Source: an optimization exercise on an open RTL-to-GDS flow (aim: small area, a short achievable clock period and few clock cycles). Production flows keep margins and buffers that such runs may drop.
The RTL was checked by simulation tests, not by an equivalence proof against the original design.

File: design/flow/design.v
package swmf_pkg;
    localparam int MAX_WINDOW  = 31;
    localparam int SAMPLE_BITS = 32;
    localparam int CFG_BITS    = 5;
    localparam int WS_RESET    = 5;
    localparam int WIN_BITS  = $clog2(MAX_WINDOW + 1);
    localparam int IDX_BITS  = $clog2(MAX_WINDOW);
    localparam int HALF_BITS = $clog2(MAX_WINDOW / 2 + 1);
    function automatic logic gt_signed(input logic [SAMPLE_BITS-1:0] a,
                                       input logic [SAMPLE_BITS-1:0] b);
        logic [SAMPLE_BITS-1:0] ua;
        logic [SAMPLE_BITS-1:0] nb;
        logic [SAMPLE_BITS-1:0] g;
        logic [SAMPLE_BITS-1:0] t;
        ua = {~a[SAMPLE_BITS-1], a[SAMPLE_BITS-2:0]};
        nb = {b[SAMPLE_BITS-1], ~b[SAMPLE_BITS-2:0]};
        g  = ua & nb;
        t  = ua | nb;
        for (int n = SAMPLE_BITS / 2; n >= 1; n = n / 2)
        begin
            for (int i = 0; i < n; i++)
            begin
                g[i] = g[2*i+1] | (t[2*i+1] & g[2*i]);
                t[i] = t[2*i+1] & t[2*i];
            end
        end
        gt_signed = g[0];
    endfunction
    function automatic logic gt_rank(input logic [IDX_BITS-1:0] a,
                                     input logic [IDX_BITS-1:0] b);
        logic [7:0] g;
        logic [7:0] t;
        g = {3'b000, a & ~b};
        t = {3'b111, a | ~b};
        for (int n = 4; n >= 1; n = n / 2)
        begin
            for (int i = 0; i < n; i++)
            begin
                g[i] = g[2*i+1] | (t[2*i+1] & g[2*i]);
                t[i] = t[2*i+1] & t[2*i];
            end
        end
        gt_rank = g[0];
    endfunction
    function automatic logic [IDX_BITS-1:0] inc_rank(input logic [IDX_BITS-1:0] r);
        logic c;
        c = 1'b1;
        for (int i = 0; i < IDX_BITS; i++)
        begin
            inc_rank[i] = r[i] ^ c;
            c           = c & r[i];
        end
    endfunction
    function automatic logic [IDX_BITS-1:0] dec_rank(input logic [IDX_BITS-1:0] r);
        logic b;
        b = 1'b1;
        for (int i = 0; i < IDX_BITS; i++)
        begin
            dec_rank[i] = r[i] ^ b;
            b           = b & !r[i];
        end
    endfunction
    function automatic logic [IDX_BITS-1:0] xor_upto(input logic [WIN_BITS-1:0] n);
        logic [IDX_BITS-1:0] x;
        x = '0;
        for (int j = 1; j < MAX_WINDOW; j++)
        begin
            if (WIN_BITS'(j) < n)
            begin
                x = x ^ IDX_BITS'(j);
            end
        end
        xor_upto = x;
    endfunction
endpackage
module swmf_cell (
    input  logic                             clk,
    input  logic [swmf_pkg::SAMPLE_BITS-1:0] cmp_sample,   
    input  logic                             cmp_bypass,   
    input  logic                             cmp_byp_le,   
    input  logic                             cmp_en,       
    input  logic                             upd_push,     
    input  logic                             upd_start,    
    input  logic                             upd_write,    
    input  logic [swmf_pkg::SAMPLE_BITS-1:0] upd_sample,
    input  logic [swmf_pkg::IDX_BITS-1:0]    upd_old_rank,
    input  logic                             pend,         
    input  logic [swmf_pkg::IDX_BITS-1:0]    pend_rank,
    input  logic [swmf_pkg::IDX_BITS-1:0]    idx,
    output logic [swmf_pkg::SAMPLE_BITS-1:0] ent_value,
    output logic [swmf_pkg::IDX_BITS-1:0]    ent_rank,
    output logic                             ent_le        
);
    localparam int SB = swmf_pkg::SAMPLE_BITS;
    localparam int IB = swmf_pkg::IDX_BITS;
    logic [SB-1:0] value_reg;
    logic [IB-1:0] rank_reg;
    logic          le_reg;
    logic          le_now;
    logic          gt_old;
    logic [IB-1:0] rank_inc;
    logic [IB-1:0] rank_dec;
    always_comb
    begin
        le_now = cmp_bypass ? cmp_byp_le : !swmf_pkg::gt_signed(value_reg, cmp_sample);
        gt_old   = swmf_pkg::gt_rank(rank_reg, upd_old_rank);
        rank_inc = swmf_pkg::inc_rank(rank_reg);
        rank_dec = swmf_pkg::dec_rank(rank_reg);
    end
    always_ff @(posedge clk)
    begin
        if (cmp_en)
        begin
            le_reg <= le_now;
        end
        if (upd_start || (upd_push && upd_write))
        begin
            value_reg <= upd_sample;
        end
        if (upd_start)
        begin
            rank_reg <= idx;
        end
        else if (pend)
        begin
            rank_reg <= pend_rank;
        end
        else if (upd_push)
        begin
            if (gt_old && le_reg)
            begin
                rank_reg <= rank_dec;
            end
            else if (!gt_old && !le_reg)
            begin
                rank_reg <= rank_inc;
            end
        end
    end
    assign ent_value = value_reg;
    assign ent_rank  = rank_reg;
    assign ent_le    = le_reg;
endmodule
module sliding_window_median_filter (
    input  logic                                 clk,
    input  logic                                 rst_n,
    input  logic                                 cfg_wr_en,
    input  logic [swmf_pkg::CFG_BITS-1:0]        cfg_wr_data,
    input  logic                                 s_axis_tvalid,
    output logic                                 s_axis_tready,
    input  logic [swmf_pkg::SAMPLE_BITS-1:0]     s_axis_tdata,   
    input  logic                                 s_axis_tuser,   
    input  logic                                 s_axis_tlast,   
    output logic                                 m_axis_tvalid,
    input  logic                                 m_axis_tready,
    output logic [swmf_pkg::SAMPLE_BITS-1:0]     m_axis_tdata,   
    output logic                                 m_axis_tlast    
);
    localparam int MW = swmf_pkg::MAX_WINDOW;
    localparam int WB = swmf_pkg::WIN_BITS;
    localparam int IB = swmf_pkg::IDX_BITS;
    localparam int HB = swmf_pkg::HALF_BITS;
    localparam int SB = swmf_pkg::SAMPLE_BITS;
    logic [swmf_pkg::CFG_BITS-1:0] win_size_reg;
    logic                          s_ready_reg;
    logic [SB-1:0]                 s_b;
    logic                          v_b;
    logic                          user_b;
    logic                          last_b;
    logic [WB-1:0]                 win_b;
    logic [WB-1:0]                 active_reg;
    logic [HB-1:0]                 warmup_reg;
    logic [HB-1:0]                 flush_cnt_reg;
    logic                          v_c;
    logic                          start_c;
    logic                          emit_c;
    logic                          last_c;
    logic [SB-1:0]                 s_c;
    logic [WB-1:0]                 win_c;
    logic [WB-1:0]                 win_u;        
    logic [IB-1:0]                 med_rank;
    logic [MW-1:0]                 old_oh;       
    logic [MW-1:0]                 pend_oh;      
    logic                          pend_gt;      
    logic [IB-1:0]                 old_rank;     
    logic [SB-1:0]                 s_d;
    logic                          v_d;
    logic                          last_d;
    logic                          out_valid_reg;
    logic [SB-1:0]                 out_data_reg;
    logic                          out_last_reg;
    logic                          skid_valid_reg;
    logic [SB-1:0]                 skid_data_reg;
    logic                          skid_last_reg;
    logic          adv;
    logic          accept;
    logic [WB-1:0] win_clamp;
    logic          flushing;
    logic          consume;
    logic          flush_step;
    logic          push;
    logic          start;
    logic [WB-1:0] w_eff;
    logic [HB-1:0] half_eff;
    logic [HB-1:0] warm_eff;
    logic          emit;
    logic          final_push;
    logic [HB-1:0] warmup_next;
    logic [HB-1:0] flush_cnt_next;
    logic          v_b_next;
    logic          user_b_next;
    logic          last_b_next;
    logic [WB-1:0] win_b_next;
    logic [WB-1:0] active_next;
    logic [HB-1:0] half_b_next;
    logic          deq;
    logic          arrive;
    logic          out_valid_next;
    logic          skid_valid_next;
    logic          s_ready_next;
    logic [MW-1:0] act_mask;
    logic [MW-1:0] last_mask;
    logic [MW-1:0] old_oh_next;
    logic          byp_le;
    logic [SB-1:0] cell_val  [MW];
    logic [IB-1:0] cell_rank [MW];
    logic [MW-1:0] cell_le;
    logic [IB-1:0] next_rank;
    logic          next_le;
    logic          next_gt;
    logic          next_pend;
    logic [IB-1:0] next_old_rank;
    logic [IB-1:0] free_rank;
    logic          pend_le;
    logic [IB-1:0] pend_rank;
    logic [MW-1:0] med_hit;
    logic [SB-1:0] med_or;
    logic          med_any;
    logic [SB-1:0] med_val;
    logic          upd_push;
    logic          upd_start;
    assign adv = !skid_valid_reg;
    always_comb
    begin
        win_clamp = (win_size_reg == '0) ? WB'(1) : WB'(win_size_reg);
        accept    = s_axis_tvalid && s_ready_reg;
        flushing   = flush_cnt_reg != '0;
        consume    = adv && v_b && !flushing;
        flush_step = adv && flushing;
        push       = consume || flush_step;
        start      = consume && user_b;
        w_eff    = start ? win_b : active_reg;
        half_eff = HB'(w_eff >> 1);
        warm_eff = start ? '0 : warmup_reg;
        emit       = push && (warm_eff >= half_eff);
        final_push = (consume && last_b && (half_eff == '0))
                     || (flush_step && (flush_cnt_reg == HB'(1)));
        if (final_push)
        begin
            warmup_next = '0;
        end
        else if (warm_eff < half_eff)
        begin
            warmup_next = warm_eff + 1'b1;
        end
        else
        begin
            warmup_next = warm_eff;
        end
        if (consume && last_b)
        begin
            flush_cnt_next = half_eff;
        end
        else if (flush_step)
        begin
            flush_cnt_next = flush_cnt_reg - 1'b1;
        end
        else
        begin
            flush_cnt_next = flush_cnt_reg;
        end
        active_next = start ? win_b : active_reg;
        deq             = out_valid_reg && m_axis_tready;
        arrive          = adv && v_d;
        out_valid_next  = (out_valid_reg && !deq) || skid_valid_reg || arrive;
        skid_valid_next = (skid_valid_reg && !deq) || (out_valid_reg && !deq && arrive);
        v_b_next    = s_ready_reg ? s_axis_tvalid : (v_b && !consume);
        user_b_next = s_ready_reg ? s_axis_tuser : user_b;
        last_b_next = s_ready_reg ? s_axis_tlast : last_b;
        win_b_next  = s_ready_reg ? win_clamp : win_b;
        half_b_next = HB'((user_b_next ? win_b_next : active_next) >> 1);
        if (!skid_valid_next)
        begin
            s_ready_next = (flush_cnt_next == HB'(1))
                           || ((flush_cnt_next == '0)
                               && !(v_b_next && last_b_next && (half_b_next != '0)));
        end
        else
        begin
            s_ready_next = !v_b_next && (flush_cnt_next == '0);
        end
    end
    always_comb
    begin
        for (int i = 0; i < MW; i++)
        begin
            act_mask[i] = WB'(i) < win_u;
            last_mask[i] = WB'(i) == win_u - 1'b1;
        end
        old_oh_next[0] = |(old_oh & last_mask);
        for (int i = 1; i < MW; i++)
        begin
            old_oh_next[i] = old_oh[i-1] && !last_mask[i-1];
        end
        byp_le = !swmf_pkg::gt_signed(s_c, s_b);
        next_rank = '0;
        next_le   = 1'b0;
        for (int i = 0; i < MW; i++)
        begin
            next_rank = next_rank | (old_oh_next[i] ? cell_rank[i] : '0);
            next_le   = next_le | (old_oh_next[i] && cell_le[i]);
        end
        next_pend = |(old_oh_next & pend_oh);
        next_gt   = swmf_pkg::gt_rank(next_rank, old_rank);
        free_rank = IB'(swmf_pkg::xor_upto(WB'(MW)));
        pend_le   = 1'b0;
        for (int i = 0; i < MW; i++)
        begin
            free_rank = free_rank ^ (pend_oh[i] ? '0 : cell_rank[i]);
            pend_le   = pend_le | (pend_oh[i] && cell_le[i]);
        end
        for (int i = 0; i < MW; i++)
        begin
            med_hit[i] = !pend_oh[i] && (cell_rank[i] == med_rank);
        end
        med_any = |med_hit;
        med_or  = '0;
        for (int i = 0; i < MW; i++)
        begin
            med_or = med_or | (med_hit[i] ? cell_val[i] : '0);
        end
        med_val = med_any ? med_or : s_d;
        upd_push  = adv && v_c && !start_c;
        upd_start = adv && v_c && start_c;
        if (!upd_push)
        begin
            pend_rank = free_rank;
        end
        else if (pend_gt && pend_le)
        begin
            pend_rank = swmf_pkg::dec_rank(free_rank);
        end
        else if (!pend_gt && !pend_le)
        begin
            pend_rank = swmf_pkg::inc_rank(free_rank);
        end
        else
        begin
            pend_rank = free_rank;
        end
        if (next_pend)
        begin
            next_old_rank = pend_rank;
        end
        else if (next_gt && next_le)
        begin
            next_old_rank = swmf_pkg::dec_rank(next_rank);
        end
        else if (!next_gt && !next_le)
        begin
            next_old_rank = swmf_pkg::inc_rank(next_rank);
        end
        else
        begin
            next_old_rank = next_rank;
        end
    end
    for (genvar i = 0; i < MW; i++)
    begin : g_cell
        swmf_cell u_cell (
            .clk          (clk),
            .cmp_sample   (s_b),
            .cmp_bypass   (v_c && (start_c || old_oh[i])),
            .cmp_byp_le   (byp_le),
            .cmp_en       (adv),
            .upd_push     (upd_push && act_mask[i]),
            .upd_start    (upd_start),
            .upd_write    (old_oh[i]),
            .upd_sample   (s_c),
            .upd_old_rank (old_rank),
            .pend         (pend_oh[i]),
            .pend_rank    (pend_rank),
            .idx          (IB'(i)),
            .ent_value    (cell_val[i]),
            .ent_rank     (cell_rank[i]),
            .ent_le       (cell_le[i])
        );
    end
    always_ff @(posedge clk or negedge rst_n)
    begin
        if (!rst_n)
        begin
            win_size_reg   <= swmf_pkg::CFG_BITS'(swmf_pkg::WS_RESET);
            s_ready_reg    <= 1'b1;
            v_b            <= 1'b0;
            active_reg     <= WB'(swmf_pkg::WS_RESET);
            warmup_reg     <= '0;
            flush_cnt_reg  <= '0;
            v_c            <= 1'b0;
            v_d            <= 1'b0;
            out_valid_reg  <= 1'b0;
            skid_valid_reg <= 1'b0;
        end
        else
        begin
            if (cfg_wr_en)
            begin
                win_size_reg <= cfg_wr_data;
            end
            s_ready_reg <= s_ready_next;
            v_b         <= v_b_next;
            active_reg  <= active_next;
            if (push)
            begin
                warmup_reg <= warmup_next;
            end
            flush_cnt_reg <= flush_cnt_next;
            if (adv)
            begin
                v_c <= push;
                v_d <= v_c && emit_c;
            end
            out_valid_reg  <= out_valid_next;
            skid_valid_reg <= skid_valid_next;
        end
    end
    always_ff @(posedge clk)
    begin
        if (s_ready_reg)
        begin
            s_b    <= s_axis_tdata;
            user_b <= s_axis_tuser;
            last_b <= s_axis_tlast;
            win_b  <= win_clamp;
        end
        if (adv)
        begin
            start_c <= start;
            emit_c  <= emit;
            last_c  <= final_push;
            s_c     <= s_b;
            win_c   <= w_eff;
            last_d  <= last_c;
            s_d     <= s_c;
        end
        if (upd_start)
        begin
            win_u    <= win_c;
            med_rank <= IB'(win_c - 1'b1 - (win_c >> 1));
            old_oh   <= (win_c == WB'(1)) ? MW'(1) : MW'(2);
            old_rank <= (win_c == WB'(1)) ? IB'(0) : IB'(1);
            pend_oh  <= '0;
        end
        else if (upd_push)
        begin
            old_oh  <= old_oh_next;
            pend_oh <= old_oh;
            pend_gt <= next_le;
            old_rank <= next_old_rank;
        end
        else
        begin
            pend_oh <= '0;
        end
        if (!out_valid_reg || deq)
        begin
            out_data_reg <= skid_valid_reg ? skid_data_reg : med_val;
            out_last_reg <= skid_valid_reg ? skid_last_reg : last_d;
        end
        if (arrive)
        begin
            skid_data_reg <= med_val;
            skid_last_reg <= last_d;
        end
    end
    assign s_axis_tready = s_ready_reg;
    assign m_axis_tvalid = out_valid_reg;
    assign m_axis_tdata  = out_data_reg;
    assign m_axis_tlast  = out_last_reg;
endmodule
File: design/flow/run.sh
#!/bin/bash
# synth_recipe.tcl (not shown) runs the flow's synth.tcl, then flattens the netlist and writes it again
# the make line also repeats each setting of config.mk as NAME=value (left out here)
make -C /OpenROAD-flow-scripts/flow DESIGN_CONFIG=/design/flow/config.mk WORK_HOME=/design/flow/orfs CLKGATE_MAP_FILE= SYNTH_SCRIPT=/design/flow/synth_recipe.tcl finish
File: design/flow/config.mk
export PLATFORM = sky130hd
export DESIGN_NAME = sliding_window_median_filter
export DESIGN_NICKNAME = sliding_window_median_filter
export VERILOG_FILES = /design/flow/design.v
export SDC_FILE = /design/flow/constraint.sdc
export NUM_CORES = 4
export LEC_CHECK = 0
export CAP_MARGIN = 30
export CELL_PAD_IN_SITES_DETAIL_PLACEMENT = 1
export CELL_PAD_IN_SITES_GLOBAL_PLACEMENT = 2
export CORE_MARGIN = 2
export CORE_UTILIZATION = 38
export PLACE_DENSITY = 0.5
export SETUP_SLACK_MARGIN = 4.0
export SLEW_MARGIN = 30
File: design/flow/constraint.sdc
create_clock -name core_clock -period 7.2 [get_ports {clk}]
set_input_delay 1.4400 -clock core_clock [delete_from_list [all_inputs] [get_ports {clk}]]
set_output_delay 1.4400 -clock core_clock [all_outputs]
set_load 0.01 [all_outputs]
==> summary.txt <==
-- layout make-up --
cell class              instances  area share [%]
inverters                     411            1.58
diodes                         19          0.0434
clock inverters               111            1.14
clock buffers                 214            4.23
flip-flops and latches       1458            38.3
well taps                    2838            3.24
repair inverters                4          0.0285
multi-input cells            5340            39.8
repair buffers               1126            11.6
-- layer usage --
layer	routed length (um)	global-route usage (%)
met5	225	0
met4	55500	38.3
met3	64000	13.8
met2	223000	67.9
met1	191000	57.3
-- how the worst max path moves through the flow --
| stage | depth (start not counted) | endpoint | slack [ns] | start |
|---|---|---|---|---|
| after CTS | 13 | g_cell[13].u_cell.le_reg | 3.24 | s_b[1] |
| final | 17 | old_rank[4] | 3.09 | win_u[1] |
| after global placement | 11 | g_cell[27].u_cell.le_reg | 1.14 | s_b[25] |
| after global routing | 15 | old_rank[1] | 3.04 | win_u[1] |
| after detailed placement | 14 | g_cell[13].u_cell.le_reg | 1.78 | s_b[2] |
| after floorplan | 13 | old_rank[1] | 3.69 | win_u[3] |
-- synthesized netlist by cell type, drive strengths merged, types with 147 or more instances --
library cell and n:
nor2b 224, a22oi 443, o22ai 195, nand2 436, o21ai 293, xnor2 439
edfxtp 1242, dfxtp 192, inv 399, clkbuf 470, maj3 284, a21oi 459
nor2 445, nand2b 164, nand4 147
-- cells by family (layout without fill, tap and decap cells) --
family	count (synthesis)	in the layout	share of synthesized area, %
other	0	19	0
AND/OR/NAND/NOR	1956	1961	12.1
AO/OA/AOI/OAI	2446	2447	21.2
multiplexers	96	96	1.29
flip-flops	1458	1458	51.2
adder cells (fa/ha/maj)	310	310	3.89
buffers and inverters	985	1866	4.64
XOR/XNOR	526	526	5.66
-- per-stage QoR --
step	instances	hold WS (ns)	utilization [%]	cell area (um2)
CTS	11317	0.426	48.9	105000
finish	11521	0.420	51.2	110000
detailed placement	10464	0.413	40.8	87300
global placement	10458	0.405	40.7	87100
floorplan	7777	0.400	-	82000
global route	11507	0.436	51.2	110000
-- cells in the final DEF (no fill, tap or decap), types with 141 or more instances in the layout --
cell type | netlist | routed
a21oi_1 | 459 | 352
a22oi_1 | 443 | 420
buf_12 | 0 | 143
buf_4 | 5 | 634
buf_6 | 5 | 166
clkbuf_16 | 0 | 188
edfxtp_1 | 1242 | 1242
inv_1 | 394 | 371
maj3_1 | 283 | 143
maj3_2 | 1 | 141
nand2_1 | 436 | 352
nand2b_1 | 164 | 141
nand4_1 | 147 | 147
nor2_1 | 445 | 376
nor2b_1 | 224 | 156
o21ai_0 | 292 | 199
o22ai_1 | 195 | 177
xnor2_1 | 439 | 344
-- what timing repair did --
item | 4_1_cts | 5_1_grt
pin swaps | 397 | 444
endpoints found under the setup margin | 1102 | 748
buffers inserted | 473 | 173
cloned | 55 | 10
resized for setup | 1455 | 752
endpoints found under the hold margin | 0 | 0
==> impl_metrics.tcl <==
set metrics [dict create \
    outcome "timing/DRC/antenna clean" \
    place_congestion 1.05 \
    timing.final.crit_period_ns 4.11 \
    maxCapViolations 0 \
    cts-htree-levels 4 \
    ant_nets 0 \
    drt_iter0_drc 12873 \
    synth.cell_area_um2 81600 \
    worstHoldPathType "reg -> reg" \
    placement_row_count 170 \
    worstPathCellList "buf_4 -> nor2_4 -> buf_6 -> a21boi_2 -> a22oi_1 -> nand2_1 -> or4_4 -> a21oi_4 -> buf_4 -> buf_6 -> ha_4 -> ha_4 -> ha_4 -> nand2b_1 -> a21oi_4 -> o211a_1 -> a2111oi_4" \
    yosys_warnings 4 \
    deepest_clock_path_buffer_count 3 \
    critical-path-top-cell-by-count "ha_4" \
    crit_path_max_incr_delay_ns 0.60 \
    setup_ws_ns 3.09 \
    cts_made_buffers 176 \
    nFillCells 22089 \
    grt_pass1_vias 76798 \
    timing.critical_path.max_delay_family "compound AO/OA/AOI/OAI gates" \
    fin_nets 8587 \
    die_area_um2 218000 \
    first_pass_grt_wire_length_um 694000 \
    portBuffers 78 \
    fin_setup_tns_ns 0 \
    timing.hold.worst_endpoint "last_d" \
    start_util_pct 38.1 \
    dpl.hpwl_um 340000 \
    grt_antenna_before_repair 34 \
    seqCellArea_um2 42000 \
    crit_type "reg -> reg" \
    ios 79 \
    crit_path_max_fanout 12 \
    die_height_um 467 \
    crit_buf_inv 4 \
    cts.sinks 1458 \
    critical-path-slowest-cell "or4_4" \
    rsz0062_at_grt "yes" \
    dp_slack_ns 1.78 \
    post_synth_inst_count 7777 \
    report.final.slew_viol_count 0 \
    worst_hold_startpoint "last_c" \
    avgRoutedWirePerCell_um 46.4 \
    synth.top_cell.area_share_pct 45.7 \
    post_route_cells_drive_above_1_share_pct 30.9 \
    finalWirelength_um 534000 \
    drt-vias-per-instance 7.03 \
    ys_seq_area_share_pct 51.2 \
    largest_register_ffs 992 \
    grt_start_max_net_pins 96 \
    multiInputGateArea_um2 43700 \
    areaGrowthSynthToFinish_pct 34.4 \
    asyncSetResetFlopFracSynth_pct 1.65 \
    fin_skew_ns 0.0669 \
    ys_types 99 \
    syn-mean-instance-area_um2 10.5 \
    arrival_ns 4.67 \
    tritoncts "yes" \
    fmax_mhz 244 \
    setup_viol_count_final 0 \
    ctsHoldBuffers 0 \
    die_w_um 467 \
    globalRouteTotalUtil_pct 46.7 \
    synth-seq-cells 1458 \
    count_of_flip_flops_with_a_built_in_enable_after_synthesis 1242 \
    worstHoldPathCells 0 \
    worstPathRequired_ns 7.77 \
    regToRegStartpoint "win_u[1]" \
    r2r_cells 17 \
    max_slew.worst_pin.slew_ns 1.16 \
    synth_top_area_cell "edfxtp_1" \
    report.final.hold_viol_count 0 \
    routed-via-count 81030 \
    coreArea_um2 214000 \
    ctsRootBufferMaster "clkbuf_16" \
    cts.clk_slew.worst_paths_ns 0.07 \
    critical_path.reg2reg.endpoint "old_rank[4]" \
    drt-pass1-iter-count 7 \
    synth_ff_type "edfxtp_1" \
    post-route-drc-count 0 \
    post-route-period-util_pct 57.0 \
    worstSkewPairLatency_ns 0.90 \
    end_kind "register" \
    synth_nets 7847 \
    critPathLaunchType "register" \
    maxSlewHeadroom_pct 21.6 \
    ys_top_cells_by_area "edfxtp_1 (46%), xnor2_1 (4.7%), dfxtp_1 (4.7%)" \
    globalRouteOverflowTotal 0 \
    reg2reg_setup_slack_ns 3.09 \
]
Testbench counts, summed over its fixed seeds: cycles 9,929.

## afterwards: timing with drivers on the ports
The flow's constraints put no driver on any port. The routed layout listed below was extracted and timed again, unchanged, in two steps.
Step 1, drivers: a clkbuf_16 drives clk and a buf_2 each remaining input, both assumed.
Step 2 also shifts input and output timing later by t, the mid clock arrival at the registers, as if the neighbouring blocks saw the same clock.
Slacks: ideal / step 1 / step 2; pairs: ideal / step 1.
shift t [ns]: 0.973
setup slack, ns: 3.095 / 3.095 / 3.095
latest minus earliest clock arrival (ns): 0.071 / 0.071
slew at the worst register clock pin (ns): 0.07 / 0.07
cell pins on the clock port's net: 1
After both steps this run still meets setup and hold. For this run, drivers alone change the setup slack by 0.000 ns; drivers and shift together by 0.000 ns.
